What follows belongs to an exercise in optimizing a design on an open flow for small area, a short achievable clock period and few clock cycles per item; a production flow would make more cautious choices.
Function was checked by simulation only, so behaviour that the tests miss may differ from the original.
Power and IR drop assume default switching activity.

## signed_integer_alu
module signed_integer_alu (
    input  wire         i_clk,
    input  wire         i_rst_n,
    input  wire         s_axis_tvalid,
    output logic        s_axis_tready,
    input  wire  [63:0] s_axis_tdata,    
    input  wire  [1:0]  s_axis_tuser,    
    output logic        m_axis_tvalid,
    input  wire         m_axis_tready,
    output logic [31:0] m_axis_tdata,    
    output logic [0:0]  m_axis_tuser     
);
Settings: LEC_CHECK=0, CAP_MARGIN=20, CORE_MARGIN=2, CORE_UTILIZATION=40, SLEW_MARGIN=20; clock period 14.0 ns.
standard.sh (not shown) runs the stock make flow with config.mk's settings and CLKGATE_MAP_FILE= SYNTH_SCRIPT=/design/flow/synth_recipe.tcl, a recipe that flattens the netlist after the stock synthesis.
==> flow/flow/run.sh <==
#!/bin/bash
# The standard layout (standard synthesis unchanged), with one change: the
# setup repair in CTS and global routing aims at 9 ns of slack instead of 0, so
# that the critical paths get sized and buffered for a shorter cycle. The SDC,
# the clock period and every other setting are the standard flow's.
set -euo pipefail
bash standard.sh synth > synth.log 2>&1
bash standard.sh SETUP_SLACK_MARGIN=9 finish > layout.log 2>&1
Testbench counts at the start, summed over its fixed seeds: cycles 16,283, items 6,000.
Then changed:
--- a/flow/design.v
+++ b/flow/design.v
@@ -64,81 +64,74 @@
     logic [5:0]  la;         
     logic [5:0]  lb;         
     logic [31:0] o;
     logic        o_v;
     logic        o_dz;
     wire [31:0] in_a = s_axis_tdata[31:0];
     wire [31:0] in_b = s_axis_tdata[63:32];
     wire o_free = !o_v || m_axis_tready;
     wire go     = busy && !r_v;
     wire qz = la < lb;
     wire mul_last = (b[34:3] == '0) || (b[34:3] == '1);
-    wire last_step = la == 6'd0;
+    wire last_step = la == lb;
     wire fin_c = m_as || (m_mul && mul_last) || (m_dprep && (dzf || qz)) ||
                  (m_dstep && last_step && !neg) || m_dfin;
     assign s_axis_tready = !r_v && (!busy || fc);
     wire acc = s_axis_tvalid && s_axis_tready;
     wire fin = go && fin_c;
     wire        n0 = bng[0];
     wire        n1 = bng[1];
     wire [31:0] m0 = (({32{bx1[0]}} & a) | ({32{bx2[0]}} & {a[30:0], 1'b0})) ^ {32{n0}};
     wire [31:0] m1 = (({32{bx1[1]}} & {a[29:0], 2'b0}) | ({32{bx2[1]}} & {a[28:0], 3'b0})) ^ {32{n1}};
-    wire        inv1 = r[34] ~^ b[34];
-    wire [34:0] d1   = b ^ {35{inv1}};
-    wire [34:0] d2   = {b[34], b[34:1]};
-    wire [34:0] p2   = m_dstep ? d1 : {3'b0, m0};
-    wire [34:0] p3   = m_dstep ? ~d2 : {3'b0, m1};
-    wire [34:0] cs_s = r ^ p2 ^ p3;
-    wire [34:0] cs_c = {(r[33:0] & p2[33:0]) | (r[33:0] & p3[33:0]) | (p2[33:0] & p3[33:0]),
-                        m_dstep ? inv1 : n1};
+    wire [31:0] cs_s = r[31:0] ^ m0 ^ m1;
+    wire [31:0] cs_c = {(r[30:0] & m0[30:0]) | (r[30:0] & m1[30:0]) | (m0[30:0] & m1[30:0]), n1};
     logic [34:0] x, y;
     logic        inv, cin;
     always_comb begin
         x = '0;
         y = '0;
         inv = 1'b0;
         cin = 1'b0;
         if (m_as) begin
             x = {3'b0, a};
             y = b;
             inv = sub;
             cin = sub;
         end
-        if (m_mul || m_dstep) begin
-            x = cs_s;
-            y = cs_c;
-            cin = m_dstep || n0;
+        if (m_mul) begin
+            x = {3'b0, cs_s};
+            y = {3'b0, cs_c};
+            cin = n0;
         end
         if (m_dprep) begin
             y = {{3{a[31]}}, a};
             inv = a[31];
             cin = a[31];
         end
+        if (m_dstep) begin
+            x = r;
+            y = b;
+            inv = r[34] ~^ b[34];
+            cin = r[34] ~^ b[34];
+        end
         if (m_dfin) begin
             y = {3'b0, a};
             inv = 1'b1;
             cin = 1'b1;
         end
     end
     wire [35:0] sum_w = {x, cin} + {y ^ {35{inv}}, cin};
     wire [34:0] sum = sum_w[35:1];
-    wire [35:0] t1_w = {r, inv1} + {d1, inv1};
-    wire        q1   = !t1_w[35];
-    wire [34:0] pb_s = r ^ d1 ^ d2;
-    wire [34:0] pb_c = {(r[33:0] & d1[33:0]) | (r[33:0] & d2[33:0]) | (d1[33:0] & d2[33:0]), inv1};
-    wire [34:0] sumb = pb_s + pb_c;
-    wire [34:0] sum2 = (t1_w[35] == b[34]) ? sum : sumb;
-    wire        q2   = !sum2[34];
-    wire [31:0] qn   = {a[29:0], q1, q2};
-    wire [5:0]  ld   = la - lb;
-    wire [34:0] b_sh = b << (ld | 6'd1);
+    wire        q  = !sum[34];
+    wire [31:0] qn = {a[30:0], q};
+    wire [34:0] b_sh = b << (la - lb);
     logic [31:0] res;
     logic        res_dz;
     always_comb begin
         res_dz = 1'b0;
         res = sum[31:0];
         if (m_dprep) begin
             res    = {32{dzf}};
             res_dz = dzf;
         end
         if (m_dstep) res = qn;
     end
@@ -221,63 +214,61 @@
         end
     end
     always_ff @(posedge i_clk) begin
         if (acc) begin
             case (s_axis_tuser)
                 OP_MUL:  fc <= swap ? ml_a : ml_b;
                 OP_DIV:  fc <= (in_b == '0) || qzf_in;
                 default: fc <= 1'b1;
             endcase
         end else if (go) begin
             if (m_mul)   fc <= (b[34:7] == '0) || (b[34:7] == '1);
-            if (m_dprep) fc <= ld[5:1] == 5'd0 && !neg;
-            if (m_dstep) fc <= last_step || (la == 6'd1 && !neg);
+            if (m_dprep) fc <= la == lb && !neg;
+            if (m_dstep) fc <= last_step || (la == lb + 6'd1 && !neg);
         end
     end
     always_ff @(posedge i_clk) begin
         if (r_v) begin
             if (o_free) begin
                 r <= '0;
             end
         end else if (fin && !o_free) begin
             r    <= {3'b0, res};
             r_dz <= res_dz;
         end else if (acc) begin
             r <= '0;
         end else if (go) begin
-            if (m_mul || m_dprep) r <= sum;
-            if (m_dstep)          r <= sum2;
+            if (m_mul || m_dprep || m_dstep) r <= sum;
         end
         if (acc) begin
             a   <= swap ? in_b : in_a;
             b   <= swap ? {{3{in_a[31]}}, in_a} : {{3{in_b[31]}}, in_b};
             sub <= s_axis_tuser[0];
             {bx1[0], bx2[0], bng[0]} <= swap ? dia0 : dib0;
             {bx1[1], bx2[1], bng[1]} <= swap ? dia1 : dib1;
             neg <= in_a[31] ^ in_b[31];
             dzf <= in_b == '0;
             la  <= blen(in_a ^ {32{in_a[31]}}) + 6'(in_a[31]);
             lb  <= blen(in_b ^ {32{in_b[31]}});
         end else if (go) begin
             if (m_mul) begin
                 a  <= {a[27:0], 4'b0};
                 b  <= {{4{b[34]}}, b[34:4]};
                 {bx1[0], bx2[0], bng[0]} <= dm0;
                 {bx1[1], bx2[1], bng[1]} <= dm1;
             end
             if (m_dprep) begin
                 a   <= '0;
                 b   <= b_sh;
-                la  <= {1'b0, ld[5:1]};
             end
             if (m_dstep) begin
                 a   <= qn;
-                b   <= {{2{b[34]}}, b[34:2]};
+                b   <= {b[34], b[34:1]};
                 la  <= la - 6'd1;
             end
         end
     end
     assign m_axis_tvalid   = o_v;
     assign m_axis_tdata    = o;
     assign m_axis_tuser[0] = o_dz;
 endmodule
 `default_nettype wire
Outcome: The changed run completed without violations. Core utilization goes down by 3.5 points. Area after synthesis goes down by 17%. Combinational power goes down by about 55%. Routed wire length goes down by about 20%. Synthesized cell count goes down by 22%.
Testbench counts after the change, summed over its fixed seeds: cycles 21,062, items 6,000.

-- afterwards: timing with drivers on the ports --
No port has a modelled driver above. Below, the same layouts with a new extraction and two added sets of constraints. Step 1 (the two cells are an assumption about what drives the block):
set clk [get_ports {i_clk}]
set_driving_cell -lib_cell sky130_fd_sc_hd__clkbuf_16 $clk
set_driving_cell -lib_cell sky130_fd_sc_hd__buf_2 [delete_from_list [all_inputs] $clk]
Step 2, shift: input delay + t, output delay - t, t = (earliest + latest rising clock arrival at the registers) / 2. This alone moves slack from input paths to output paths. Three values: ideal, step 1, step 2; two values: the first two.
run | t, ns | setup WS [ns] | clock arrival spread, ns
the first run | 0.573 | 8.878 / 8.878 / 8.400 | 0.019 / 0.019
the second run | 0.525 | 9.026 / 9.040 / 8.515 | 0.018 / 0.018
After both steps every run listed still meets setup and hold. For the second run, which loses most, drivers alone change the setup slack by +0.014 ns; drivers and shift together by -0.511 ns.
